Background: an optimization exercise with open tools, aiming at small area, a short achievable clock period and few clock cycles per item. Do not read the settings as production practice. The RTL of this run was laid out without a check of its function.

### flow/constraint.sdc
create_clock -name core_clock -period 8.0 [get_ports {clk_i}]
set_input_delay 1.6000 -clock core_clock [delete_from_list [all_inputs] [get_ports {clk_i}]]
set_output_delay 1.6000 -clock core_clock [all_outputs]
set_load 0.01 [all_outputs]
### flow/standard.sh
#!/bin/bash
# synth_recipe.tcl (not shown) runs the flow's synth.tcl, then flattens the netlist and writes it again
# the make line also repeats each setting of config.mk as NAME=value (left out here)
make -C /OpenROAD-flow-scripts/flow DESIGN_CONFIG=/design/flow/config.mk WORK_HOME=/design/flow/orfs CLKGATE_MAP_FILE= SYNTH_SCRIPT=/design/flow/synth_recipe.tcl "${@:-finish}"
### flow/config.mk
export PLATFORM = sky130hd
export DESIGN_NAME = seq_mac_unit
export DESIGN_NICKNAME = seq_mac_unit
export VERILOG_FILES = /design/flow/design.v
export SDC_FILE = /design/flow/constraint.sdc
export NUM_CORES = 4
export LEC_CHECK = 0
export CAP_MARGIN = 20
export CORE_MARGIN = 2
export CORE_UTILIZATION = 50
export SETUP_SLACK_MARGIN = 4.2
export SLEW_MARGIN = 20
export SYNTH_HIERARCHICAL = 1
### flow/design.v
module seq_mac_unit (
    input  logic        clk_i,
    input  logic        rst_i,
    input  logic        MUL_Start_STRB_i,
    input  logic [81:0] a_i,
    input  logic [81:0] b_i,
    input  logic [81:0] acc_i,
    output logic        MUL_Done_STRB_o,
    output logic [81:0] out_o,
    output logic        busy_o
);
    localparam int K = 14;
    localparam int NSTEP = 3;
    localparam int CNTW = $clog2(NSTEP + 1);
    logic [40:0]  A_q;
    logic [28:0] B_q;    
    logic [81:0]  P_q;
    logic [41:0] c_q;
    logic         rc_q;
    logic [K-1:0] RC_q;
    logic         busy_q, done_q, fin_q;
    logic [CNTW-1:0] cnt_q;
    logic [6:0] x1_q, x2_q, neg_q;
    logic [6:0] x1_n, x2_n, neg_n;    
    logic [K:0] nb;
    logic [41:0] ax;
    assign ax = {A_q[40], A_q};
    logic [41:0] pp0;
    logic [41:0] pp1;
    logic [41:0] pp2;
    logic [41:0] pp3;
    logic [41:0] pp4;
    logic [41:0] pp5;
    logic [41:0] pp6;
    assign nb = busy_q ? B_q[14:0] : {b_i[13:0], 1'b0};
    assign x1_n[0]  = nb[0] ^ nb[1];
    assign x2_n[0]  = (nb[2] & ~nb[1] & ~nb[0]) | (~nb[2] & nb[1] & nb[0]);
    assign neg_n[0] = nb[2];
    assign pp0      = (({42{x1_q[0]}} & ax) | ({42{x2_q[0]}} & {ax[40:0], 1'b0})) ^ {42{neg_q[0]}};
    assign x1_n[1]  = nb[2] ^ nb[3];
    assign x2_n[1]  = (nb[4] & ~nb[3] & ~nb[2]) | (~nb[4] & nb[3] & nb[2]);
    assign neg_n[1] = nb[4];
    assign pp1      = (({42{x1_q[1]}} & ax) | ({42{x2_q[1]}} & {ax[40:0], 1'b0})) ^ {42{neg_q[1]}};
    assign x1_n[2]  = nb[4] ^ nb[5];
    assign x2_n[2]  = (nb[6] & ~nb[5] & ~nb[4]) | (~nb[6] & nb[5] & nb[4]);
    assign neg_n[2] = nb[6];
    assign pp2      = (({42{x1_q[2]}} & ax) | ({42{x2_q[2]}} & {ax[40:0], 1'b0})) ^ {42{neg_q[2]}};
    assign x1_n[3]  = nb[6] ^ nb[7];
    assign x2_n[3]  = (nb[8] & ~nb[7] & ~nb[6]) | (~nb[8] & nb[7] & nb[6]);
    assign neg_n[3] = nb[8];
    assign pp3      = (({42{x1_q[3]}} & ax) | ({42{x2_q[3]}} & {ax[40:0], 1'b0})) ^ {42{neg_q[3]}};
    assign x1_n[4]  = nb[8] ^ nb[9];
    assign x2_n[4]  = (nb[10] & ~nb[9] & ~nb[8]) | (~nb[10] & nb[9] & nb[8]);
    assign neg_n[4] = nb[10];
    assign pp4      = (({42{x1_q[4]}} & ax) | ({42{x2_q[4]}} & {ax[40:0], 1'b0})) ^ {42{neg_q[4]}};
    assign x1_n[5]  = nb[10] ^ nb[11];
    assign x2_n[5]  = (nb[12] & ~nb[11] & ~nb[10]) | (~nb[12] & nb[11] & nb[10]);
    assign neg_n[5] = nb[12];
    assign pp5      = (({42{x1_q[5]}} & ax) | ({42{x2_q[5]}} & {ax[40:0], 1'b0})) ^ {42{neg_q[5]}};
    assign x1_n[6]  = nb[12] ^ nb[13];
    assign x2_n[6]  = (nb[14] & ~nb[13] & ~nb[12]) | (~nb[14] & nb[13] & nb[12]);
    assign neg_n[6] = nb[14];
    assign pp6      = (({42{x1_q[6]}} & ax) | ({42{x2_q[6]}} & {ax[40:0], 1'b0})) ^ {42{neg_q[6]}};
    logic fs0, fc0, fs1, fc1, fs2, fc2, fs3, fc3, fs4, fc4, fs5, fc5, fs6, fc6, fs7, fc7, fs8, fc8, fs9, fc9, fs10, fc10, fs11, fc11, fs12, fc12, fs13, fc13, fs14, fc14, fs15, fc15, fs16, fc16, fs17, fc17, fs18, fc18, fs19, fc19, fs20, fc20, fs21, fc21, fs22, fc22, fs23, fc23, fs24, fc24, fs25, fc25, fs26, fc26, fs27, fc27, fs28, fc28, fs29, fc29, fs30, fc30, fs31, fc31, fs32, fc32, fs33, fc33, fs34, fc34, fs35, fc35, fs36, fc36, fs37, fc37, fs38, fc38, fs39, fc39, fs40, fc40, fs41, fc41, fs42, fc42, fs43, fc43, fs44, fc44, fs45, fc45, fs46, fc46, fs47, fc47, fs48, fc48, fs49, fc49, fs50, fc50, fs51, fc51, fs52, fc52, fs53, fc53, fs54, fc54, fs55, fc55, fs56, fc56, fs57, fc57, fs58, fc58, fs59, fc59, fs60, fc60, fs61, fc61, fs62, fc62, fs63, fc63, fs64, fc64, fs65, fc65, fs66, fc66, fs67, fc67, fs68, fc68, fs69, fc69, fs70, fc70, fs71, fc71, fs72, fc72, fs73, fc73, fs74, fc74, fs75, fc75, fs76, fc76, fs77, fc77, fs78, fc78, fs79, fc79, fs80, fc80, fs81, fc81, fs82, fc82, fs83, fc83, fs84, fc84, fs85, fc85, fs86, fc86, fs87, fc87, fs88, fc88, fs89, fc89, fs90, fc90, fs91, fc91, fs92, fc92, fs93, fc93, fs94, fc94, fs95, fc95, fs96, fc96, fs97, fc97, fs98, fc98, fs99, fc99, fs100, fc100, fs101, fc101, fs102, fc102, fs103, fc103, fs104, fc104, fs105, fc105, fs106, fc106, fs107, fc107, fs108, fc108, fs109, fc109, fs110, fc110, fs111, fc111, fs112, fc112, fs113, fc113, fs114, fc114, fs115, fc115, fs116, fc116, fs117, fc117, fs118, fc118, fs119, fc119, fs120, fc120, fs121, fc121, fs122, fc122, fs123, fc123, fs124, fc124, fs125, fc125, fs126, fc126, fs127, fc127, fs128, fc128, fs129, fc129, fs130, fc130, fs131, fc131, fs132, fc132, fs133, fc133, fs134, fc134, fs135, fc135, fs136, fc136, fs137, fc137, fs138, fc138, fs139, fc139, fs140, fc140, fs141, fc141, fs142, fc142, fs143, fc143, fs144, fc144, fs145, fc145, fs146, fc146, fs147, fc147, fs148, fc148, fs149, fc149, fs150, fc150, fs151, fc151, fs152, fc152, fs153, fc153, fs154, fc154, fs155, fc155, fs156, fc156, fs157, fc157, fs158, fc158, fs159, fc159, fs160, fc160, fs161, fc161, fs162, fc162, fs163, fc163, fs164, fc164, fs165, fc165, fs166, fc166, fs167, fc167, fs168, fc168, fs169, fc169, fs170, fc170, fs171, fc171, fs172, fc172, fs173, fc173, fs174, fc174, fs175, fc175, fs176, fc176, fs177, fc177, fs178, fc178, fs179, fc179, fs180, fc180, fs181, fc181, fs182, fc182, fs183, fc183, fs184, fc184, fs185, fc185, fs186, fc186, fs187, fc187, fs188, fc188, fs189, fc189, fs190, fc190, fs191, fc191, fs192, fc192, fs193, fc193, fs194, fc194, fs195, fc195, fs196, fc196, fs197, fc197, fs198, fc198, fs199, fc199, fs200, fc200, fs201, fc201, fs202, fc202, fs203, fc203, fs204, fc204, fs205, fc205, fs206, fc206, fs207, fc207, fs208, fc208, fs209, fc209, fs210, fc210, fs211, fc211, fs212, fc212, fs213, fc213, fs214, fc214, fs215, fc215, fs216, fc216, fs217, fc217, fs218, fc218, fs219, fc219, fs220, fc220, fs221, fc221, fs222, fc222, fs223, fc223, fs224, fc224, fs225, fc225, fs226, fc226, fs227, fc227, fs228, fc228, fs229, fc229, fs230, fc230, fs231, fc231, fs232, fc232, fs233, fc233, fs234, fc234, fs235, fc235, fs236, fc236, fs237, fc237, fs238, fc238, fs239, fc239, fs240, fc240, fs241, fc241, fs242, fc242, fs243, fc243, fs244, fc244, fs245, fc245, fs246, fc246, fs247, fc247, fs248, fc248, fs249, fc249, fs250, fc250, fs251, fc251, fs252, fc252, fs253, fc253, fs254, fc254, fs255, fc255, fs256, fc256, fs257, fc257, fs258, fc258, fs259, fc259, fs260, fc260, fs261, fc261, fs262, fc262, fs263, fc263, fs264, fc264, fs265, fc265, fs266, fc266, fs267, fc267, fs268, fc268, fs269, fc269, fs270, fc270, fs271, fc271, fs272, fc272, fs273, fc273, fs274, fc274, fs275, fc275, fs276, fc276, fs277, fc277, fs278, fc278, fs279, fc279, fs280, fc280, fs281, fc281, fs282, fc282, fs283, fc283, fs284, fc284, fs285, fc285, fs286, fc286, fs287, fc287, fs288, fc288, fs289, fc289, fs290, fc290, fs291, fc291, fs292, fc292, fs293, fc293, fs294, fc294, fs295, fc295, fs296, fc296, fs297, fc297, fs298, fc298, fs299, fc299, fs300, fc300, fs301, fc301, fs302, fc302, fs303, fc303, fs304, fc304, fs305, fc305, fs306, fc306, fs307, fc307, fs308, fc308, fs309, fc309, fs310, fc310, fs311, fc311, fs312, fc312, fs313, fc313, fs314, fc314, fs315, fc315, fs316, fc316, fs317, fc317, fs318, fc318, fs319, fc319, fs320, fc320, fs321, fc321, fs322, fc322, fs323, fc323, fs324, fc324, fs325, fc325, fs326, fc326, fs327, fc327, fs328, fc328, fs329, fc329, fs330, fc330, fs331, fc331, fs332, fc332, fs333, fc333, fs334, fc334, fs335, fc335, fs336, fc336, fs337, fc337, fs338, fc338, fs339, fc339, fs340, fc340, fs341, fc341, fs342, fc342;
    csa_ha ufs0 (.a(P_q[12]), .b(c_q[12]), .s(fs0), .co(fc0));
    csa_ha ufs1 (.a(P_q[13]), .b(c_q[13]), .s(fs1), .co(fc1));
    csa_ha ufs2 (.a(P_q[14]), .b(c_q[14]), .s(fs2), .co(fc2));
    csa_ha ufs3 (.a(P_q[15]), .b(c_q[15]), .s(fs3), .co(fc3));
    csa_ha ufs4 (.a(P_q[16]), .b(c_q[16]), .s(fs4), .co(fc4));
    csa_ha ufs5 (.a(P_q[17]), .b(c_q[17]), .s(fs5), .co(fc5));
    csa_ha ufs6 (.a(P_q[18]), .b(c_q[18]), .s(fs6), .co(fc6));
    csa_ha ufs7 (.a(P_q[19]), .b(c_q[19]), .s(fs7), .co(fc7));
    csa_ha ufs8 (.a(P_q[20]), .b(c_q[20]), .s(fs8), .co(fc8));
    csa_ha ufs9 (.a(P_q[21]), .b(c_q[21]), .s(fs9), .co(fc9));
    csa_ha ufs10 (.a(P_q[22]), .b(c_q[22]), .s(fs10), .co(fc10));
    csa_ha ufs11 (.a(P_q[23]), .b(c_q[23]), .s(fs11), .co(fc11));
    csa_ha ufs12 (.a(P_q[24]), .b(c_q[24]), .s(fs12), .co(fc12));
    csa_ha ufs13 (.a(P_q[25]), .b(c_q[25]), .s(fs13), .co(fc13));
    csa_ha ufs14 (.a(P_q[26]), .b(c_q[26]), .s(fs14), .co(fc14));
    csa_ha ufs15 (.a(P_q[27]), .b(c_q[27]), .s(fs15), .co(fc15));
    csa_ha ufs16 (.a(P_q[28]), .b(c_q[28]), .s(fs16), .co(fc16));
    csa_ha ufs17 (.a(P_q[29]), .b(c_q[29]), .s(fs17), .co(fc17));
    csa_ha ufs18 (.a(P_q[30]), .b(c_q[30]), .s(fs18), .co(fc18));
    csa_ha ufs19 (.a(P_q[31]), .b(c_q[31]), .s(fs19), .co(fc19));
    csa_ha ufs20 (.a(P_q[32]), .b(c_q[32]), .s(fs20), .co(fc20));
    csa_ha ufs21 (.a(P_q[33]), .b(c_q[33]), .s(fs21), .co(fc21));
    csa_ha ufs22 (.a(P_q[34]), .b(c_q[34]), .s(fs22), .co(fc22));
    csa_ha ufs23 (.a(P_q[35]), .b(c_q[35]), .s(fs23), .co(fc23));
    csa_ha ufs24 (.a(P_q[36]), .b(c_q[36]), .s(fs24), .co(fc24));
    csa_ha ufs25 (.a(P_q[37]), .b(c_q[37]), .s(fs25), .co(fc25));
    csa_ha ufs26 (.a(P_q[38]), .b(c_q[38]), .s(fs26), .co(fc26));
    csa_ha ufs27 (.a(P_q[39]), .b(c_q[39]), .s(fs27), .co(fc27));
    csa_ha ufs28 (.a(P_q[40]), .b(c_q[40]), .s(fs28), .co(fc28));
    csa_ha ufs29 (.a(P_q[41]), .b(c_q[41]), .s(fs29), .co(fc29));
    csa_ha ufs30 (.a(P_q[6]), .b(c_q[6]), .s(fs30), .co(fc30));
    csa_ha ufs31 (.a(P_q[7]), .b(c_q[7]), .s(fs31), .co(fc31));
    csa_fa ufs32 (.a(P_q[8]), .b(c_q[8]), .c(neg_q[4]), .s(fs32), .co(fc32));
    csa_ha ufs33 (.a(pp0[8]), .b(pp1[6]), .s(fs33), .co(fc33));
    csa_fa ufs34 (.a(P_q[9]), .b(c_q[9]), .c(pp0[9]), .s(fs34), .co(fc34));
    csa_ha ufs35 (.a(pp1[7]), .b(pp2[5]), .s(fs35), .co(fc35));
    csa_fa ufs36 (.a(P_q[10]), .b(c_q[10]), .c(neg_q[5]), .s(fs36), .co(fc36));
    csa_fa ufs37 (.a(pp0[10]), .b(pp1[8]), .c(pp2[6]), .s(fs37), .co(fc37));
    csa_ha ufs38 (.a(pp3[4]), .b(pp4[2]), .s(fs38), .co(fc38));
    csa_fa ufs39 (.a(P_q[11]), .b(c_q[11]), .c(pp0[11]), .s(fs39), .co(fc39));
    csa_fa ufs40 (.a(pp1[9]), .b(pp2[7]), .c(pp3[5]), .s(fs40), .co(fc40));
    csa_ha ufs41 (.a(pp4[3]), .b(pp5[1]), .s(fs41), .co(fc41));
    csa_fa ufs42 (.a(neg_q[6]), .b(fs0), .c(pp0[12]), .s(fs42), .co(fc42));
    csa_fa ufs43 (.a(pp1[10]), .b(pp2[8]), .c(pp3[6]), .s(fs43), .co(fc43));
    csa_fa ufs44 (.a(pp4[4]), .b(pp5[2]), .c(pp6[0]), .s(fs44), .co(fc44));
    csa_fa ufs45 (.a(fc0), .b(fs1), .c(pp0[13]), .s(fs45), .co(fc45));
    csa_fa ufs46 (.a(pp1[11]), .b(pp2[9]), .c(pp3[7]), .s(fs46), .co(fc46));
    csa_fa ufs47 (.a(pp4[5]), .b(pp5[3]), .c(pp6[1]), .s(fs47), .co(fc47));
    csa_fa ufs48 (.a(fc1), .b(fs2), .c(pp0[14]), .s(fs48), .co(fc48));
    csa_fa ufs49 (.a(pp1[12]), .b(pp2[10]), .c(pp3[8]), .s(fs49), .co(fc49));
    csa_fa ufs50 (.a(pp4[6]), .b(pp5[4]), .c(pp6[2]), .s(fs50), .co(fc50));
    csa_fa ufs51 (.a(fc2), .b(fs3), .c(pp0[15]), .s(fs51), .co(fc51));
    csa_fa ufs52 (.a(pp1[13]), .b(pp2[11]), .c(pp3[9]), .s(fs52), .co(fc52));
    csa_fa ufs53 (.a(pp4[7]), .b(pp5[5]), .c(pp6[3]), .s(fs53), .co(fc53));
    csa_fa ufs54 (.a(fc3), .b(fs4), .c(pp0[16]), .s(fs54), .co(fc54));
    csa_fa ufs55 (.a(pp1[14]), .b(pp2[12]), .c(pp3[10]), .s(fs55), .co(fc55));
    csa_fa ufs56 (.a(pp4[8]), .b(pp5[6]), .c(pp6[4]), .s(fs56), .co(fc56));
    csa_fa ufs57 (.a(fc4), .b(fs5), .c(pp0[17]), .s(fs57), .co(fc57));
    csa_fa ufs58 (.a(pp1[15]), .b(pp2[13]), .c(pp3[11]), .s(fs58), .co(fc58));
    csa_fa ufs59 (.a(pp4[9]), .b(pp5[7]), .c(pp6[5]), .s(fs59), .co(fc59));
    csa_fa ufs60 (.a(fc5), .b(fs6), .c(pp0[18]), .s(fs60), .co(fc60));
    csa_fa ufs61 (.a(pp1[16]), .b(pp2[14]), .c(pp3[12]), .s(fs61), .co(fc61));
    csa_fa ufs62 (.a(pp4[10]), .b(pp5[8]), .c(pp6[6]), .s(fs62), .co(fc62));
    csa_fa ufs63 (.a(fc6), .b(fs7), .c(pp0[19]), .s(fs63), .co(fc63));
    csa_fa ufs64 (.a(pp1[17]), .b(pp2[15]), .c(pp3[13]), .s(fs64), .co(fc64));
    csa_fa ufs65 (.a(pp4[11]), .b(pp5[9]), .c(pp6[7]), .s(fs65), .co(fc65));
    csa_fa ufs66 (.a(fc7), .b(fs8), .c(pp0[20]), .s(fs66), .co(fc66));
    csa_fa ufs67 (.a(pp1[18]), .b(pp2[16]), .c(pp3[14]), .s(fs67), .co(fc67));
    csa_fa ufs68 (.a(pp4[12]), .b(pp5[10]), .c(pp6[8]), .s(fs68), .co(fc68));
    csa_fa ufs69 (.a(fc8), .b(fs9), .c(pp0[21]), .s(fs69), .co(fc69));
    csa_fa ufs70 (.a(pp1[19]), .b(pp2[17]), .c(pp3[15]), .s(fs70), .co(fc70));
    csa_fa ufs71 (.a(pp4[13]), .b(pp5[11]), .c(pp6[9]), .s(fs71), .co(fc71));
    csa_fa ufs72 (.a(fc9), .b(fs10), .c(pp0[22]), .s(fs72), .co(fc72));
    csa_fa ufs73 (.a(pp1[20]), .b(pp2[18]), .c(pp3[16]), .s(fs73), .co(fc73));
    csa_fa ufs74 (.a(pp4[14]), .b(pp5[12]), .c(pp6[10]), .s(fs74), .co(fc74));
    csa_fa ufs75 (.a(fc10), .b(fs11), .c(pp0[23]), .s(fs75), .co(fc75));
    csa_fa ufs76 (.a(pp1[21]), .b(pp2[19]), .c(pp3[17]), .s(fs76), .co(fc76));
    csa_fa ufs77 (.a(pp4[15]), .b(pp5[13]), .c(pp6[11]), .s(fs77), .co(fc77));
    csa_fa ufs78 (.a(fc11), .b(fs12), .c(pp0[24]), .s(fs78), .co(fc78));
    csa_fa ufs79 (.a(pp1[22]), .b(pp2[20]), .c(pp3[18]), .s(fs79), .co(fc79));
    csa_fa ufs80 (.a(pp4[16]), .b(pp5[14]), .c(pp6[12]), .s(fs80), .co(fc80));
    csa_fa ufs81 (.a(fc12), .b(fs13), .c(pp0[25]), .s(fs81), .co(fc81));
    csa_fa ufs82 (.a(pp1[23]), .b(pp2[21]), .c(pp3[19]), .s(fs82), .co(fc82));
    csa_fa ufs83 (.a(pp4[17]), .b(pp5[15]), .c(pp6[13]), .s(fs83), .co(fc83));
    csa_fa ufs84 (.a(fc13), .b(fs14), .c(pp0[26]), .s(fs84), .co(fc84));
    csa_fa ufs85 (.a(pp1[24]), .b(pp2[22]), .c(pp3[20]), .s(fs85), .co(fc85));
    csa_fa ufs86 (.a(pp4[18]), .b(pp5[16]), .c(pp6[14]), .s(fs86), .co(fc86));
    csa_fa ufs87 (.a(fc14), .b(fs15), .c(pp0[27]), .s(fs87), .co(fc87));
    csa_fa ufs88 (.a(pp1[25]), .b(pp2[23]), .c(pp3[21]), .s(fs88), .co(fc88));
    csa_fa ufs89 (.a(pp4[19]), .b(pp5[17]), .c(pp6[15]), .s(fs89), .co(fc89));
    csa_fa ufs90 (.a(fc15), .b(fs16), .c(pp0[28]), .s(fs90), .co(fc90));
    csa_fa ufs91 (.a(pp1[26]), .b(pp2[24]), .c(pp3[22]), .s(fs91), .co(fc91));
    csa_fa ufs92 (.a(pp4[20]), .b(pp5[18]), .c(pp6[16]), .s(fs92), .co(fc92));
    csa_fa ufs93 (.a(fc16), .b(fs17), .c(pp0[29]), .s(fs93), .co(fc93));
    csa_fa ufs94 (.a(pp1[27]), .b(pp2[25]), .c(pp3[23]), .s(fs94), .co(fc94));
    csa_fa ufs95 (.a(pp4[21]), .b(pp5[19]), .c(pp6[17]), .s(fs95), .co(fc95));
    csa_fa ufs96 (.a(fc17), .b(fs18), .c(pp0[30]), .s(fs96), .co(fc96));
    csa_fa ufs97 (.a(pp1[28]), .b(pp2[26]), .c(pp3[24]), .s(fs97), .co(fc97));
    csa_fa ufs98 (.a(pp4[22]), .b(pp5[20]), .c(pp6[18]), .s(fs98), .co(fc98));
    csa_fa ufs99 (.a(fc18), .b(fs19), .c(pp0[31]), .s(fs99), .co(fc99));
    csa_fa ufs100 (.a(pp1[29]), .b(pp2[27]), .c(pp3[25]), .s(fs100), .co(fc100));
    csa_fa ufs101 (.a(pp4[23]), .b(pp5[21]), .c(pp6[19]), .s(fs101), .co(fc101));
    csa_fa ufs102 (.a(fc19), .b(fs20), .c(pp0[32]), .s(fs102), .co(fc102));
    csa_fa ufs103 (.a(pp1[30]), .b(pp2[28]), .c(pp3[26]), .s(fs103), .co(fc103));
    csa_fa ufs104 (.a(pp4[24]), .b(pp5[22]), .c(pp6[20]), .s(fs104), .co(fc104));
    csa_fa ufs105 (.a(fc20), .b(fs21), .c(pp0[33]), .s(fs105), .co(fc105));
    csa_fa ufs106 (.a(pp1[31]), .b(pp2[29]), .c(pp3[27]), .s(fs106), .co(fc106));
    csa_fa ufs107 (.a(pp4[25]), .b(pp5[23]), .c(pp6[21]), .s(fs107), .co(fc107));
    csa_fa ufs108 (.a(fc21), .b(fs22), .c(pp0[34]), .s(fs108), .co(fc108));
    csa_fa ufs109 (.a(pp1[32]), .b(pp2[30]), .c(pp3[28]), .s(fs109), .co(fc109));
    csa_fa ufs110 (.a(pp4[26]), .b(pp5[24]), .c(pp6[22]), .s(fs110), .co(fc110));
    csa_fa ufs111 (.a(fc22), .b(fs23), .c(pp0[35]), .s(fs111), .co(fc111));
    csa_fa ufs112 (.a(pp1[33]), .b(pp2[31]), .c(pp3[29]), .s(fs112), .co(fc112));
    csa_fa ufs113 (.a(pp4[27]), .b(pp5[25]), .c(pp6[23]), .s(fs113), .co(fc113));
    csa_fa ufs114 (.a(fc23), .b(fs24), .c(pp0[36]), .s(fs114), .co(fc114));
    csa_fa ufs115 (.a(pp1[34]), .b(pp2[32]), .c(pp3[30]), .s(fs115), .co(fc115));
    csa_fa ufs116 (.a(pp4[28]), .b(pp5[26]), .c(pp6[24]), .s(fs116), .co(fc116));
    csa_fa ufs117 (.a(fc24), .b(fs25), .c(pp0[37]), .s(fs117), .co(fc117));
    csa_fa ufs118 (.a(pp1[35]), .b(pp2[33]), .c(pp3[31]), .s(fs118), .co(fc118));
    csa_fa ufs119 (.a(pp4[29]), .b(pp5[27]), .c(pp6[25]), .s(fs119), .co(fc119));
    csa_fa ufs120 (.a(fc25), .b(fs26), .c(pp0[38]), .s(fs120), .co(fc120));
    csa_fa ufs121 (.a(pp1[36]), .b(pp2[34]), .c(pp3[32]), .s(fs121), .co(fc121));
    csa_fa ufs122 (.a(pp4[30]), .b(pp5[28]), .c(pp6[26]), .s(fs122), .co(fc122));
    csa_fa ufs123 (.a(fc26), .b(fs27), .c(pp0[39]), .s(fs123), .co(fc123));
    csa_fa ufs124 (.a(pp1[37]), .b(pp2[35]), .c(pp3[33]), .s(fs124), .co(fc124));
    csa_fa ufs125 (.a(pp4[31]), .b(pp5[29]), .c(pp6[27]), .s(fs125), .co(fc125));
    csa_fa ufs126 (.a(fc27), .b(fs28), .c(pp0[40]), .s(fs126), .co(fc126));
    csa_fa ufs127 (.a(pp1[38]), .b(pp2[36]), .c(pp3[34]), .s(fs127), .co(fc127));
    csa_fa ufs128 (.a(pp4[32]), .b(pp5[30]), .c(pp6[28]), .s(fs128), .co(fc128));
    csa_fa ufs129 (.a(fc28), .b(fs29), .c(~pp0[41]), .s(fs129), .co(fc129));
    csa_fa ufs130 (.a(pp1[39]), .b(pp2[37]), .c(pp3[35]), .s(fs130), .co(fc130));
    csa_fa ufs131 (.a(pp4[33]), .b(pp5[31]), .c(pp6[29]), .s(fs131), .co(fc131));
    csa_fa ufs132 (.a(P_q[42]), .b(1'b1), .c(fc29), .s(fs132), .co(fc132));
    csa_fa ufs133 (.a(pp1[40]), .b(pp2[38]), .c(pp3[36]), .s(fs133), .co(fc133));
    csa_fa ufs134 (.a(pp4[34]), .b(pp5[32]), .c(pp6[30]), .s(fs134), .co(fc134));
    csa_fa ufs135 (.a(P_q[43]), .b(~pp1[41]), .c(pp2[39]), .s(fs135), .co(fc135));
    csa_fa ufs136 (.a(pp3[37]), .b(pp4[35]), .c(pp5[33]), .s(fs136), .co(fc136));
    csa_fa ufs137 (.a(P_q[44]), .b(1'b1), .c(pp2[40]), .s(fs137), .co(fc137));
    csa_ha ufs138 (.a(pp3[38]), .b(pp4[36]), .s(fs138), .co(fc138));
    csa_fa ufs139 (.a(P_q[45]), .b(~pp2[41]), .c(pp3[39]), .s(fs139), .co(fc139));
    csa_ha ufs140 (.a(P_q[46]), .b(1'b1), .s(fs140), .co(fc140));
    csa_ha ufs141 (.a(P_q[2]), .b(c_q[2]), .s(fs141), .co(fc141));
    csa_ha ufs142 (.a(P_q[3]), .b(c_q[3]), .s(fs142), .co(fc142));
    csa_fa ufs143 (.a(P_q[4]), .b(c_q[4]), .c(neg_q[2]), .s(fs143), .co(fc143));
    csa_ha ufs144 (.a(pp0[4]), .b(pp1[2]), .s(fs144), .co(fc144));
    csa_fa ufs145 (.a(P_q[5]), .b(c_q[5]), .c(pp0[5]), .s(fs145), .co(fc145));
    csa_ha ufs146 (.a(pp1[3]), .b(pp2[1]), .s(fs146), .co(fc146));
    csa_fa ufs147 (.a(neg_q[3]), .b(fs30), .c(pp0[6]), .s(fs147), .co(fc147));
    csa_fa ufs148 (.a(pp1[4]), .b(pp2[2]), .c(pp3[0]), .s(fs148), .co(fc148));
    csa_fa ufs149 (.a(fc30), .b(fs31), .c(pp0[7]), .s(fs149), .co(fc149));
    csa_fa ufs150 (.a(pp1[5]), .b(pp2[3]), .c(pp3[1]), .s(fs150), .co(fc150));
    csa_fa ufs151 (.a(fc31), .b(fs32), .c(pp2[4]), .s(fs151), .co(fc151));
    csa_fa ufs152 (.a(pp3[2]), .b(pp4[0]), .c(fs33), .s(fs152), .co(fc152));
    csa_fa ufs153 (.a(fc32), .b(pp3[3]), .c(pp4[1]), .s(fs153), .co(fc153));
    csa_fa ufs154 (.a(fc33), .b(fs35), .c(fs34), .s(fs154), .co(fc154));
    csa_fa ufs155 (.a(fs36), .b(pp5[0]), .c(fc35), .s(fs155), .co(fc155));
    csa_fa ufs156 (.a(fs38), .b(fc34), .c(fs37), .s(fs156), .co(fc156));
    csa_fa ufs157 (.a(fc36), .b(fc38), .c(fs41), .s(fs157), .co(fc157));
    csa_fa ufs158 (.a(fc37), .b(fs39), .c(fs40), .s(fs158), .co(fc158));
    csa_fa ufs159 (.a(fc41), .b(fc39), .c(fc40), .s(fs159), .co(fc159));
    csa_fa ufs160 (.a(fs42), .b(fs43), .c(fs44), .s(fs160), .co(fc160));
    csa_fa ufs161 (.a(fc42), .b(fc43), .c(fc44), .s(fs161), .co(fc161));
    csa_fa ufs162 (.a(fs45), .b(fs46), .c(fs47), .s(fs162), .co(fc162));
    csa_fa ufs163 (.a(fc45), .b(fc46), .c(fc47), .s(fs163), .co(fc163));
    csa_fa ufs164 (.a(fs48), .b(fs49), .c(fs50), .s(fs164), .co(fc164));
    csa_fa ufs165 (.a(fc48), .b(fc49), .c(fc50), .s(fs165), .co(fc165));
    csa_fa ufs166 (.a(fs51), .b(fs52), .c(fs53), .s(fs166), .co(fc166));
    csa_fa ufs167 (.a(fc51), .b(fc52), .c(fc53), .s(fs167), .co(fc167));
    csa_fa ufs168 (.a(fs54), .b(fs55), .c(fs56), .s(fs168), .co(fc168));
    csa_fa ufs169 (.a(fc54), .b(fc55), .c(fc56), .s(fs169), .co(fc169));
    csa_fa ufs170 (.a(fs57), .b(fs58), .c(fs59), .s(fs170), .co(fc170));
    csa_fa ufs171 (.a(fc57), .b(fc58), .c(fc59), .s(fs171), .co(fc171));
    csa_fa ufs172 (.a(fs60), .b(fs61), .c(fs62), .s(fs172), .co(fc172));
    csa_fa ufs173 (.a(fc60), .b(fc61), .c(fc62), .s(fs173), .co(fc173));
    csa_fa ufs174 (.a(fs63), .b(fs64), .c(fs65), .s(fs174), .co(fc174));
    csa_fa ufs175 (.a(fc63), .b(fc64), .c(fc65), .s(fs175), .co(fc175));
    csa_fa ufs176 (.a(fs66), .b(fs67), .c(fs68), .s(fs176), .co(fc176));
    csa_fa ufs177 (.a(fc66), .b(fc67), .c(fc68), .s(fs177), .co(fc177));
    csa_fa ufs178 (.a(fs69), .b(fs70), .c(fs71), .s(fs178), .co(fc178));
    csa_fa ufs179 (.a(fc69), .b(fc70), .c(fc71), .s(fs179), .co(fc179));
    csa_fa ufs180 (.a(fs72), .b(fs73), .c(fs74), .s(fs180), .co(fc180));
    csa_fa ufs181 (.a(fc72), .b(fc73), .c(fc74), .s(fs181), .co(fc181));
    csa_fa ufs182 (.a(fs75), .b(fs76), .c(fs77), .s(fs182), .co(fc182));
    csa_fa ufs183 (.a(fc75), .b(fc76), .c(fc77), .s(fs183), .co(fc183));
    csa_fa ufs184 (.a(fs78), .b(fs79), .c(fs80), .s(fs184), .co(fc184));
    csa_fa ufs185 (.a(fc78), .b(fc79), .c(fc80), .s(fs185), .co(fc185));
    csa_fa ufs186 (.a(fs81), .b(fs82), .c(fs83), .s(fs186), .co(fc186));
    csa_fa ufs187 (.a(fc81), .b(fc82), .c(fc83), .s(fs187), .co(fc187));
    csa_fa ufs188 (.a(fs84), .b(fs85), .c(fs86), .s(fs188), .co(fc188));
    csa_fa ufs189 (.a(fc84), .b(fc85), .c(fc86), .s(fs189), .co(fc189));
    csa_fa ufs190 (.a(fs87), .b(fs88), .c(fs89), .s(fs190), .co(fc190));
    csa_fa ufs191 (.a(fc87), .b(fc88), .c(fc89), .s(fs191), .co(fc191));
    csa_fa ufs192 (.a(fs90), .b(fs91), .c(fs92), .s(fs192), .co(fc192));
    csa_fa ufs193 (.a(fc90), .b(fc91), .c(fc92), .s(fs193), .co(fc193));
    csa_fa ufs194 (.a(fs93), .b(fs94), .c(fs95), .s(fs194), .co(fc194));
    csa_fa ufs195 (.a(fc93), .b(fc94), .c(fc95), .s(fs195), .co(fc195));
    csa_fa ufs196 (.a(fs96), .b(fs97), .c(fs98), .s(fs196), .co(fc196));
    csa_fa ufs197 (.a(fc96), .b(fc97), .c(fc98), .s(fs197), .co(fc197));
    csa_fa ufs198 (.a(fs99), .b(fs100), .c(fs101), .s(fs198), .co(fc198));
    csa_fa ufs199 (.a(fc99), .b(fc100), .c(fc101), .s(fs199), .co(fc199));
    csa_fa ufs200 (.a(fs102), .b(fs103), .c(fs104), .s(fs200), .co(fc200));
    csa_fa ufs201 (.a(fc102), .b(fc103), .c(fc104), .s(fs201), .co(fc201));
    csa_fa ufs202 (.a(fs105), .b(fs106), .c(fs107), .s(fs202), .co(fc202));
    csa_fa ufs203 (.a(fc105), .b(fc106), .c(fc107), .s(fs203), .co(fc203));
    csa_fa ufs204 (.a(fs108), .b(fs109), .c(fs110), .s(fs204), .co(fc204));
    csa_fa ufs205 (.a(fc108), .b(fc109), .c(fc110), .s(fs205), .co(fc205));
    csa_fa ufs206 (.a(fs111), .b(fs112), .c(fs113), .s(fs206), .co(fc206));
    csa_fa ufs207 (.a(fc111), .b(fc112), .c(fc113), .s(fs207), .co(fc207));
    csa_fa ufs208 (.a(fs114), .b(fs115), .c(fs116), .s(fs208), .co(fc208));
    csa_fa ufs209 (.a(fc114), .b(fc115), .c(fc116), .s(fs209), .co(fc209));
    csa_fa ufs210 (.a(fs117), .b(fs118), .c(fs119), .s(fs210), .co(fc210));
    csa_fa ufs211 (.a(fc117), .b(fc118), .c(fc119), .s(fs211), .co(fc211));
    csa_fa ufs212 (.a(fs120), .b(fs121), .c(fs122), .s(fs212), .co(fc212));
    csa_fa ufs213 (.a(fc120), .b(fc121), .c(fc122), .s(fs213), .co(fc213));
    csa_fa ufs214 (.a(fs123), .b(fs124), .c(fs125), .s(fs214), .co(fc214));
    csa_fa ufs215 (.a(fc123), .b(fc124), .c(fc125), .s(fs215), .co(fc215));
    csa_fa ufs216 (.a(fs126), .b(fs127), .c(fs128), .s(fs216), .co(fc216));
    csa_fa ufs217 (.a(fc126), .b(fc127), .c(fc128), .s(fs217), .co(fc217));
    csa_fa ufs218 (.a(fs129), .b(fs130), .c(fs131), .s(fs218), .co(fc218));
    csa_fa ufs219 (.a(fs132), .b(fc129), .c(fc130), .s(fs219), .co(fc219));
    csa_fa ufs220 (.a(fc131), .b(fs133), .c(fs134), .s(fs220), .co(fc220));
    csa_fa ufs221 (.a(pp6[31]), .b(fc132), .c(fc133), .s(fs221), .co(fc221));
    csa_fa ufs222 (.a(fc134), .b(fs135), .c(fs136), .s(fs222), .co(fc222));
    csa_fa ufs223 (.a(pp5[34]), .b(pp6[32]), .c(fs138), .s(fs223), .co(fc223));
    csa_fa ufs224 (.a(fc135), .b(fc136), .c(fs137), .s(fs224), .co(fc224));
    csa_fa ufs225 (.a(pp4[37]), .b(pp5[35]), .c(pp6[33]), .s(fs225), .co(fc225));
    csa_fa ufs226 (.a(fc138), .b(fc137), .c(fs139), .s(fs226), .co(fc226));
    csa_fa ufs227 (.a(fs140), .b(pp3[40]), .c(pp4[38]), .s(fs227), .co(fc227));
    csa_fa ufs228 (.a(pp5[36]), .b(pp6[34]), .c(fc139), .s(fs228), .co(fc228));
    csa_fa ufs229 (.a(P_q[47]), .b(fc140), .c(~pp3[41]), .s(fs229), .co(fc229));
    csa_fa ufs230 (.a(pp4[39]), .b(pp5[37]), .c(pp6[35]), .s(fs230), .co(fc230));
    csa_fa ufs231 (.a(P_q[48]), .b(1'b1), .c(pp4[40]), .s(fs231), .co(fc231));
    csa_ha ufs232 (.a(pp5[38]), .b(pp6[36]), .s(fs232), .co(fc232));
    csa_fa ufs233 (.a(P_q[49]), .b(~pp4[41]), .c(pp5[39]), .s(fs233), .co(fc233));
    csa_ha ufs234 (.a(P_q[50]), .b(1'b1), .s(fs234), .co(fc234));
    csa_ha ufs235 (.a(P_q[0]), .b(c_q[0]), .s(fs235), .co(fc235));
    csa_ha ufs236 (.a(P_q[1]), .b(c_q[1]), .s(fs236), .co(fc236));
    csa_fa ufs237 (.a(neg_q[1]), .b(fs141), .c(pp0[2]), .s(fs237), .co(fc237));
    csa_fa ufs238 (.a(fc141), .b(fs142), .c(pp0[3]), .s(fs238), .co(fc238));
    csa_fa ufs239 (.a(fc142), .b(fs143), .c(pp2[0]), .s(fs239), .co(fc239));
    csa_fa ufs240 (.a(fc143), .b(fc144), .c(fs146), .s(fs240), .co(fc240));
    csa_fa ufs241 (.a(fc146), .b(fc145), .c(fs147), .s(fs241), .co(fc241));
    csa_fa ufs242 (.a(fc147), .b(fc148), .c(fs149), .s(fs242), .co(fc242));
    csa_fa ufs243 (.a(fc149), .b(fc150), .c(fs151), .s(fs243), .co(fc243));
    csa_fa ufs244 (.a(fc151), .b(fs153), .c(fc152), .s(fs244), .co(fc244));
    csa_fa ufs245 (.a(fc153), .b(fs155), .c(fc154), .s(fs245), .co(fc245));
    csa_fa ufs246 (.a(fc155), .b(fs157), .c(fc156), .s(fs246), .co(fc246));
    csa_fa ufs247 (.a(fc157), .b(fs159), .c(fc158), .s(fs247), .co(fc247));
    csa_fa ufs248 (.a(fc159), .b(fs161), .c(fc160), .s(fs248), .co(fc248));
    csa_fa ufs249 (.a(fc161), .b(fs163), .c(fc162), .s(fs249), .co(fc249));
    csa_fa ufs250 (.a(fc163), .b(fs165), .c(fc164), .s(fs250), .co(fc250));
    csa_fa ufs251 (.a(fc165), .b(fs167), .c(fc166), .s(fs251), .co(fc251));
    csa_fa ufs252 (.a(fc167), .b(fs169), .c(fc168), .s(fs252), .co(fc252));
    csa_fa ufs253 (.a(fc169), .b(fs171), .c(fc170), .s(fs253), .co(fc253));
    csa_fa ufs254 (.a(fc171), .b(fs173), .c(fc172), .s(fs254), .co(fc254));
    csa_fa ufs255 (.a(fc173), .b(fs175), .c(fc174), .s(fs255), .co(fc255));
    csa_fa ufs256 (.a(fc175), .b(fs177), .c(fc176), .s(fs256), .co(fc256));
    csa_fa ufs257 (.a(fc177), .b(fs179), .c(fc178), .s(fs257), .co(fc257));
    csa_fa ufs258 (.a(fc179), .b(fs181), .c(fc180), .s(fs258), .co(fc258));
    csa_fa ufs259 (.a(fc181), .b(fs183), .c(fc182), .s(fs259), .co(fc259));
    csa_fa ufs260 (.a(fc183), .b(fs185), .c(fc184), .s(fs260), .co(fc260));
    csa_fa ufs261 (.a(fc185), .b(fs187), .c(fc186), .s(fs261), .co(fc261));
    csa_fa ufs262 (.a(fc187), .b(fs189), .c(fc188), .s(fs262), .co(fc262));
    csa_fa ufs263 (.a(fc189), .b(fs191), .c(fc190), .s(fs263), .co(fc263));
    csa_fa ufs264 (.a(fc191), .b(fs193), .c(fc192), .s(fs264), .co(fc264));
    csa_fa ufs265 (.a(fc193), .b(fs195), .c(fc194), .s(fs265), .co(fc265));
    csa_fa ufs266 (.a(fc195), .b(fs197), .c(fc196), .s(fs266), .co(fc266));
    csa_fa ufs267 (.a(fc197), .b(fs199), .c(fc198), .s(fs267), .co(fc267));
    csa_fa ufs268 (.a(fc199), .b(fs201), .c(fc200), .s(fs268), .co(fc268));
    csa_fa ufs269 (.a(fc201), .b(fs203), .c(fc202), .s(fs269), .co(fc269));
    csa_fa ufs270 (.a(fc203), .b(fs205), .c(fc204), .s(fs270), .co(fc270));
    csa_fa ufs271 (.a(fc205), .b(fs207), .c(fc206), .s(fs271), .co(fc271));
    csa_fa ufs272 (.a(fc207), .b(fs209), .c(fc208), .s(fs272), .co(fc272));
    csa_fa ufs273 (.a(fc209), .b(fs211), .c(fc210), .s(fs273), .co(fc273));
    csa_fa ufs274 (.a(fc211), .b(fs213), .c(fc212), .s(fs274), .co(fc274));
    csa_fa ufs275 (.a(fc213), .b(fs215), .c(fc214), .s(fs275), .co(fc275));
    csa_fa ufs276 (.a(fc215), .b(fs217), .c(fc216), .s(fs276), .co(fc276));
    csa_fa ufs277 (.a(fc217), .b(fs219), .c(fc218), .s(fs277), .co(fc277));
    csa_fa ufs278 (.a(fc219), .b(fs221), .c(fc220), .s(fs278), .co(fc278));
    csa_fa ufs279 (.a(fs223), .b(fc221), .c(fc222), .s(fs279), .co(fc279));
    csa_fa ufs280 (.a(fs225), .b(fc223), .c(fc224), .s(fs280), .co(fc280));
    csa_fa ufs281 (.a(fc225), .b(fs227), .c(fs228), .s(fs281), .co(fc281));
    csa_fa ufs282 (.a(fc227), .b(fs229), .c(fs230), .s(fs282), .co(fc282));
    csa_fa ufs283 (.a(fs232), .b(fc229), .c(fc230), .s(fs283), .co(fc283));
    csa_fa ufs284 (.a(pp6[37]), .b(fc232), .c(fc231), .s(fs284), .co(fc284));
    csa_fa ufs285 (.a(fs234), .b(pp5[40]), .c(pp6[38]), .s(fs285), .co(fc285));
    csa_fa ufs286 (.a(P_q[51]), .b(fc234), .c(~pp5[41]), .s(fs286), .co(fc286));
    csa_ha ufs287 (.a(P_q[52]), .b(1'b1), .s(fs287), .co(fc287));
    csa_fa ufs288 (.a(neg_q[0]), .b(fs235), .c(pp0[0]), .s(fs288), .co(fc288));
    csa_fa ufs289 (.a(fc235), .b(fs236), .c(pp0[1]), .s(fs289), .co(fc289));
    csa_fa ufs290 (.a(fc236), .b(pp1[0]), .c(fs237), .s(fs290), .co(fc290));
    csa_fa ufs291 (.a(pp1[1]), .b(fc237), .c(fs238), .s(fs291), .co(fc291));
    csa_fa ufs292 (.a(fs144), .b(fc238), .c(fs239), .s(fs292), .co(fc292));
    csa_fa ufs293 (.a(fc239), .b(fs145), .c(fs240), .s(fs293), .co(fc293));
    csa_fa ufs294 (.a(fs148), .b(fc240), .c(fs241), .s(fs294), .co(fc294));
    csa_fa ufs295 (.a(fs150), .b(fc241), .c(fs242), .s(fs295), .co(fc295));
    csa_fa ufs296 (.a(fs152), .b(fc242), .c(fs243), .s(fs296), .co(fc296));
    csa_fa ufs297 (.a(fc243), .b(fs154), .c(fs244), .s(fs297), .co(fc297));
    csa_fa ufs298 (.a(fs156), .b(fc244), .c(fs245), .s(fs298), .co(fc298));
    csa_fa ufs299 (.a(fs158), .b(fc245), .c(fs246), .s(fs299), .co(fc299));
    csa_fa ufs300 (.a(fs160), .b(fc246), .c(fs247), .s(fs300), .co(fc300));
    csa_fa ufs301 (.a(fs162), .b(fc247), .c(fs248), .s(fs301), .co(fc301));
    csa_fa ufs302 (.a(fs164), .b(fc248), .c(fs249), .s(fs302), .co(fc302));
    csa_fa ufs303 (.a(fs166), .b(fc249), .c(fs250), .s(fs303), .co(fc303));
    csa_fa ufs304 (.a(fs168), .b(fc250), .c(fs251), .s(fs304), .co(fc304));
    csa_fa ufs305 (.a(fs170), .b(fc251), .c(fs252), .s(fs305), .co(fc305));
    csa_fa ufs306 (.a(fs172), .b(fc252), .c(fs253), .s(fs306), .co(fc306));
    csa_fa ufs307 (.a(fs174), .b(fc253), .c(fs254), .s(fs307), .co(fc307));
    csa_fa ufs308 (.a(fs176), .b(fc254), .c(fs255), .s(fs308), .co(fc308));
    csa_fa ufs309 (.a(fs178), .b(fc255), .c(fs256), .s(fs309), .co(fc309));
    csa_fa ufs310 (.a(fs180), .b(fc256), .c(fs257), .s(fs310), .co(fc310));
    csa_fa ufs311 (.a(fs182), .b(fc257), .c(fs258), .s(fs311), .co(fc311));
    csa_fa ufs312 (.a(fs184), .b(fc258), .c(fs259), .s(fs312), .co(fc312));
    csa_fa ufs313 (.a(fs186), .b(fc259), .c(fs260), .s(fs313), .co(fc313));
    csa_fa ufs314 (.a(fs188), .b(fc260), .c(fs261), .s(fs314), .co(fc314));
    csa_fa ufs315 (.a(fs190), .b(fc261), .c(fs262), .s(fs315), .co(fc315));
    csa_fa ufs316 (.a(fs192), .b(fc262), .c(fs263), .s(fs316), .co(fc316));
    csa_fa ufs317 (.a(fs194), .b(fc263), .c(fs264), .s(fs317), .co(fc317));
    csa_fa ufs318 (.a(fs196), .b(fc264), .c(fs265), .s(fs318), .co(fc318));
    csa_fa ufs319 (.a(fs198), .b(fc265), .c(fs266), .s(fs319), .co(fc319));
    csa_fa ufs320 (.a(fs200), .b(fc266), .c(fs267), .s(fs320), .co(fc320));
    csa_fa ufs321 (.a(fs202), .b(fc267), .c(fs268), .s(fs321), .co(fc321));
    csa_fa ufs322 (.a(fs204), .b(fc268), .c(fs269), .s(fs322), .co(fc322));
    csa_fa ufs323 (.a(fs206), .b(fc269), .c(fs270), .s(fs323), .co(fc323));
    csa_fa ufs324 (.a(fs208), .b(fc270), .c(fs271), .s(fs324), .co(fc324));
    csa_fa ufs325 (.a(fs210), .b(fc271), .c(fs272), .s(fs325), .co(fc325));
    csa_fa ufs326 (.a(fs212), .b(fc272), .c(fs273), .s(fs326), .co(fc326));
    csa_fa ufs327 (.a(fs214), .b(fc273), .c(fs274), .s(fs327), .co(fc327));
    csa_fa ufs328 (.a(fs216), .b(fc274), .c(fs275), .s(fs328), .co(fc328));
    csa_fa ufs329 (.a(fs218), .b(fc275), .c(fs276), .s(fs329), .co(fc329));
    csa_fa ufs330 (.a(fs220), .b(fc276), .c(fs277), .s(fs330), .co(fc330));
    csa_fa ufs331 (.a(fs222), .b(fc277), .c(fs278), .s(fs331), .co(fc331));
    csa_fa ufs332 (.a(fs224), .b(fc278), .c(fs279), .s(fs332), .co(fc332));
    csa_fa ufs333 (.a(fs226), .b(fc279), .c(fs280), .s(fs333), .co(fc333));
    csa_fa ufs334 (.a(fc226), .b(fc280), .c(fs281), .s(fs334), .co(fc334));
    csa_fa ufs335 (.a(fc228), .b(fs282), .c(fc281), .s(fs335), .co(fc335));
    csa_fa ufs336 (.a(fs231), .b(fs283), .c(fc282), .s(fs336), .co(fc336));
    csa_fa ufs337 (.a(fs233), .b(fc283), .c(fs284), .s(fs337), .co(fc337));
    csa_fa ufs338 (.a(fc233), .b(fs285), .c(fc284), .s(fs338), .co(fc338));
    csa_fa ufs339 (.a(pp6[39]), .b(fc285), .c(fs286), .s(fs339), .co(fc339));
    csa_fa ufs340 (.a(fs287), .b(pp6[40]), .c(fc286), .s(fs340), .co(fc340));
    csa_fa ufs341 (.a(P_q[53]), .b(fc287), .c(~pp6[41]), .s(fs341), .co(fc341));
    csa_ha ufs342 (.a(P_q[54]), .b(1'b1), .s(fs342), .co(fc342));
    logic [55:0] cs_s, cs_c;
    assign cs_s = {1'b0, fc341, fc340, fc339, fc338, fc337, fc336, fc335, fc334, fc333, fc332, fc331, fc330, fc329, fc328, fc327, fc326, fc325, fc324, fc323, fc322, fc321, fc320, fc319, fc318, fc317, fc316, fc315, fc314, fc313, fc312, fc311, fc310, fc309, fc308, fc307, fc306, fc305, fc304, fc303, fc302, fc301, fc300, fc299, fc298, fc297, fc296, fc295, fc294, fc293, fc292, fc291, fc290, fc289, fc288, fs288};
    assign cs_c = {fc342, fs342, fs341, fs340, fs339, fs338, fs337, fs336, fs335, fs334, fs333, fs332, fs331, fs330, fs329, fs328, fs327, fs326, fs325, fs324, fs323, fs322, fs321, fs320, fs319, fs318, fs317, fs316, fs315, fs314, fs313, fs312, fs311, fs310, fs309, fs308, fs307, fs306, fs305, fs304, fs303, fs302, fs301, fs300, fs299, fs298, fs297, fs296, fs295, fs294, fs293, fs292, fs291, fs290, fs289, 1'b0};
    logic [53:0] X;
    assign X = {P_q[39:0], P_q[81:68]} + {c_q[39:0], RC_q[13:1], rc_q};
    wire rc_n = X[14] ^ P_q[0] ^ c_q[0];
    wire last = (cnt_q == CNTW'(NSTEP - 1));
    logic [81:0] P_step;
    always_comb begin
        P_step = {cs_s[13], cs_s[12], cs_s[11], cs_s[10], cs_s[9], cs_s[8], cs_s[7], cs_s[6], cs_s[5], cs_s[4], cs_s[3], cs_s[2], cs_s[1], cs_s[0], X[13], X[12], X[11], X[10], X[9], X[8], X[7], X[6], X[5], X[4], X[3], X[2], X[1], X[0], P_q[67], P_q[66], P_q[65], P_q[64], P_q[63], P_q[62], P_q[61], P_q[60], P_q[59], P_q[58], P_q[57], P_q[56], P_q[55], cs_s[54], cs_s[53], cs_s[52], cs_s[51], cs_s[50], cs_s[49], cs_s[48], cs_s[47], cs_s[46], cs_s[45], cs_s[44], cs_s[43], cs_s[42], cs_s[41], cs_s[40], cs_s[39], cs_s[38], cs_s[37], cs_s[36], cs_s[35], cs_s[34], cs_s[33], cs_s[32], cs_s[31], cs_s[30], cs_s[29], cs_s[28], cs_s[27], cs_s[26], cs_s[25], cs_s[24], cs_s[23], cs_s[22], cs_s[21], cs_s[20], cs_s[19], cs_s[18], cs_s[17], cs_s[16], cs_s[15], cs_s[14]};
            P_step[40] = last ? P_q[54] : cs_s[54];
    end
    always_ff @(posedge clk_i or posedge rst_i) begin
        if (rst_i) begin
            busy_q <= 1'b0;
            done_q <= 1'b0;
            fin_q  <= 1'b0;
            cnt_q  <= '0;
        end else begin
            done_q <= fin_q;
            fin_q  <= busy_q & ~fin_q & last;
            if (busy_q) begin
                busy_q <= ~fin_q;
                cnt_q  <= cnt_q + CNTW'(1);
            end else begin
                busy_q <= MUL_Start_STRB_i;
                cnt_q  <= '0;
            end
        end
    end
    localparam logic [81:0] LATE = 82'b1111111111111100000000000000000000000000011111111111111111111111111111111111111111;
    localparam logic [81:0] OVLM = 82'b0000000000000000000000000000000000000000010000000000000000000000000000000000000000;
    logic [81:0] P_alt, P_d, P_late_sel;
    always_comb begin
        P_alt = busy_q ? P_q : acc_i;
        if (fin_q) begin
            P_alt[39:0] = X[53:14];
            P_alt[81:68] = X[13:0];
        end else if (busy_q) begin
            P_alt = P_step;
            if (last) P_alt[40] = P_q[54];
        end
        P_late_sel = {82{busy_q & ~fin_q}} & LATE & ~({82{last}} & OVLM);
        P_d = (P_late_sel & P_step) | (~P_late_sel & P_alt);
    end
    always_ff @(posedge clk_i) begin
        if (busy_q | MUL_Start_STRB_i) P_q <= P_d;
    end
    always_ff @(posedge clk_i) begin
        if (busy_q) begin
            B_q  <= {{K{B_q[28]}}, B_q[28:K]};
            c_q  <= cs_c[55:K];
            rc_q <= rc_n;
            RC_q <= cs_c[13:0];
            x1_q <= x1_n;
            x2_q <= x2_n;
            neg_q <= neg_n;
        end else begin
            A_q  <= a_i[40:0];
            B_q  <= {b_i[40], b_i[40:13]};
            c_q  <= 42'(1) << 41;
            rc_q <= 1'b0;
            RC_q <= '0;
            x1_q <= x1_n;
            x2_q <= x2_n;
            neg_q <= neg_n;
        end
    end
    assign out_o = {P_q[39:0], P_q[81:40]};
    assign MUL_Done_STRB_o = done_q;
    assign busy_o = busy_q;
endmodule
module csa_fa (input logic a, b, c, output logic s, co);
    assign s  = a ^ b ^ c;
    assign co = (a & b) | (a & c) | (b & c);
endmodule
module csa_ha (input logic a, b, output logic s, co);
    assign s  = a ^ b;
    assign co = a & b;
endmodule
### flow/flow/run.sh
#!/bin/bash
# Own flow: the standard layout (standard.sh, unchanged synthesis and
# steps), with one change: the port buffers that ORFS inserts before global
# placement are plain sky130_fd_sc_hd__buf_1 cells instead of the default
# choice. Every input and output port still gets its own buffer.
# The full make output goes to standard.log; ORFS's per-step logs stay
# under orfs/logs/.
set -euo pipefail
bash standard.sh "BUFFER_PORTS_ARGS=-buffer_cell sky130_fd_sc_hd__buf_1" finish > standard.log 2>&1
==> run notes <==
-- critical path, stage by stage (launching register included) --
cell	delay (ns)
dfxtp_1	0.32
buf_6	0.41
a22oi_1	0.16
xnor2_1	0.19
fa_1	0.49
fa_1	0.46
fa_1	0.45
fa_1	0.39
a211oi_2	0.39
a311oi_1	0.09
o311a_1	0.13
-- stage by stage --
stage	worst slack, ns	cells
after detailed placement	3.32	2874
final	4.24	3006
after floorplan	4.40	2186
after CTS	4.13	2951
after global routing	4.12	3006
after global placement	3.45	2874
-- area by class of cell --
| cell class | count | area (um^2) | area share (%) |
|---|---|---|---|
| antenna | 2 | 5.00 | 0.0185 |
| clock buffer | 33 | 782 | 2.90 |
| clock inverter | 21 | 274 | 1.02 |
| inverter | 39 | 146 | 0.543 |
| multi-input combinational | 1717 | 16700 | 61.9 |
| sequential | 233 | 5970 | 22.1 |
| tap | 607 | 759 | 2.81 |
| timing repair buffer | 354 | 2330 | 8.64 |
-- modules after synthesis, one instance, submodules excluded --
module / copies in the design / flip-flops and latches / cells
csa_ha: 48 / 0 / 1
csa_fa: 295 / 0 / 1
seq_mac_unit: 1 / 233 / 1837
-- layout by cell type, fill, tap and decap left out, types with 15 or more instances in the layout --
cell,count
a211oi_1,21
a21o_1,45
a21oi_1,95
a22oi_1,280
and2_1,60
buf_1,250
buf_12,39
buf_4,45
clkbuf_16,30
dfxtp_1,94
edfxtp_1,124
fa_1,296
ha_1,102
inv_1,37
mux2_2,19
mux2i_1,54
nand2_1,81
nand3_1,15
nand4_1,18
nor2_1,55
nor2b_1,24
o21ai_0,78
xnor2_1,317
xor2_1,32
-- routing by layer --
metal,track usage (%),part of all wire (%),up-vias
met1,44.3,39,9690
li1,-,-,8121
met5,0,0,-
met4,14.1,4.4,0
met3,5.53,8.6,213
met2,55.3,48,1135
-- repair_timing --
item / in CTS / in global routing
resized for setup: 24 / 34
buffers inserted: 23 / 53
pin swaps: 1 / 0
hold buffers: 0 / 0
setup endpoints to repair: 81 / 32
-- how the worst min path moves through the flow --
stage               cells past startpoint  slack, ns  startpoint        to
finish                                  1       0.43    cnt_q[0]  cnt_q[0]
global route                            1       0.45    cnt_q[0]  cnt_q[0]
CTS                                     1       0.43    cnt_q[0]  cnt_q[0]
detailed placement                      1       0.42    cnt_q[0]  cnt_q[0]
global placement                        1       0.41    cnt_q[0]  cnt_q[0]
floorplan                               1       0.40    cnt_q[0]  cnt_q[0]
-- flip-flops by register name (all words and copies together) (netlist names), named ones only --
name / cells
x1_q: 7
A_q: 41
busy_q: 1
RC_q: 13
c_q: 42
rc_q: 1
B_q: 29
fin_q: 1
done_q: 1
x2_q: 7
neg_q: 6
cnt_q: 2
P_q: 69
-- cells by family after synthesis --
family          Yosys count
compound gates          600
fa+ha+maj               398
xor+xnor                349
simple gates            290
buf+inv                 236
flops                   233
mux                      73
other cells               1
==> run notes <==
status no timing/DRC/antenna violations; Post-synth EDFFs between 100 and 150; antenna violations before repair 3; most common cell in the netlist xnor2_1; DR iter-0 viols 2113; final hold vios 0; Async SR Flop Fraction 2.15%; overall via count from detail_route around 19000; number of global-route vias before repair 19400; Routed wire per std cell 27.5 um; crit path capture P_q[30]; effective utilization at floorplan 50.6%; Startpoint Class flip-flop; setup_tns 0 ns; Tcrit/Tclk final 47.0%; RR Startpoint x2_q[4]; Port Buf Inserts 250; Worst slew margin a little under two fifths; Fmax around 270 MHz; Post-Synth XOR/XNOR Area 13.0%; post-synthesis compound-gate area fraction 17.9%; # fillers a little over 4000; Final Max Tran Viols 0; num rows 79; Hold WS 0.431 ns; share of cells above drive strength 1 under 10%; Synth Area in Simple Gates under 10%; R2R Setup Slk 4.24 ns; CTS tree yes; Die Ht roughly 220 um; first-pass GRT wire length 122000 um; CTS H-tree lvls 1; final instance area 27000 um^2; Placeable Area between 40000 and 50000 um^2; Total GRT Usage 33.7%; gr ovfl total 0; Cell variety after synth 65; clock-pin slew on the worst setup and hold paths approximately 0.06 ns; post-synthesis mux area share 3.21%; Avg Inst Size Synth 10.8 um^2; synthesized area ~24000 um^2; Final GP Congestion between 0.9 and 1; final WL 82600 um; largest net degree at the start of global routing 78; DRT antenna net count 0; DRC 0; Core Util, Final just under 60%; RSZ-0062 raised after global routing true; Synth Area in Adders between 30% and 40%; clock buffer depth 3; placed cell areas between 20000 and 25000 um^2; clock sinks 233; skew final about 0.015 ns; Syn. warnings 7; leading post-synthesis cells by cell area fa_1 25%, edfxtp_1 16%, xnor2_1 12%; CP Class reg -> reg; Worst setup EP type flip-flop; Worst Reg-to-Reg Cells 10; Worst Setup SP x2_q[4]; largest family of logic cells by synthesized area adder cells; minimum clock period 3.76 ns; later-pin clock latency in the skew report roughly 0.60 ns; Yosys top cell area share roughly 25%; total CTS buffers 29; worst-margin pin slew 0.936 ns; worst reg2reg endpoint P_q[30]; crit-path max FO 41; Initial DRT Pass Iterations 6; die area approximately 50000 um^2; maxcap violations 0; worst min path class reg -> reg; die width 221 um; I/O Pins about 330; Worst EP required 8.34 ns; nets@finish 3021; top_reg_cell synth edfxtp_1; register area share after synthesis around a quarter; most frequent cells after synthesis 317 x xnor2_1, 296 x fa_1, 280 x a22oi_1; clk root buf clkbuf_16; Synth area leader fa_1; final setup violation count 0; Worst Path Arrival 4.10 ns; DP HPWL 57300 um; #FFs+latches synth 233; Synth Instances 2180; area growth from synthesis to layout 14.8%; Vias/cell 6.37

## afterwards: timing with drivers on the ports
How much do the figures lean on ideal ports? The routed layout below was timed once more, with nothing changed but the port constraints.
Step 1 assumes that a clkbuf_16 drives the clock port and a buf_2 every other input.
Step 2 adds t to the input delays and takes it off the output delays; t is the mean of the earliest and latest rising clock arrival at the registers after step 1. Input paths then give back, and output paths get back, about the clock's delay inside the block.
Three values: ideal, step 1, step 2; two values: the first two.
t (ns): 0.653
slack for setup (ns): 4.244 / 4.244 / 4.244
worst hold slack (ns): 0.431 / 0.431 / 0.431
clock arrival spread, ns: 0.014 / 0.014
After both steps this run still meets setup and hold. For this run, drivers alone change the setup slack by 0.000 ns; drivers and shift together by 0.000 ns.
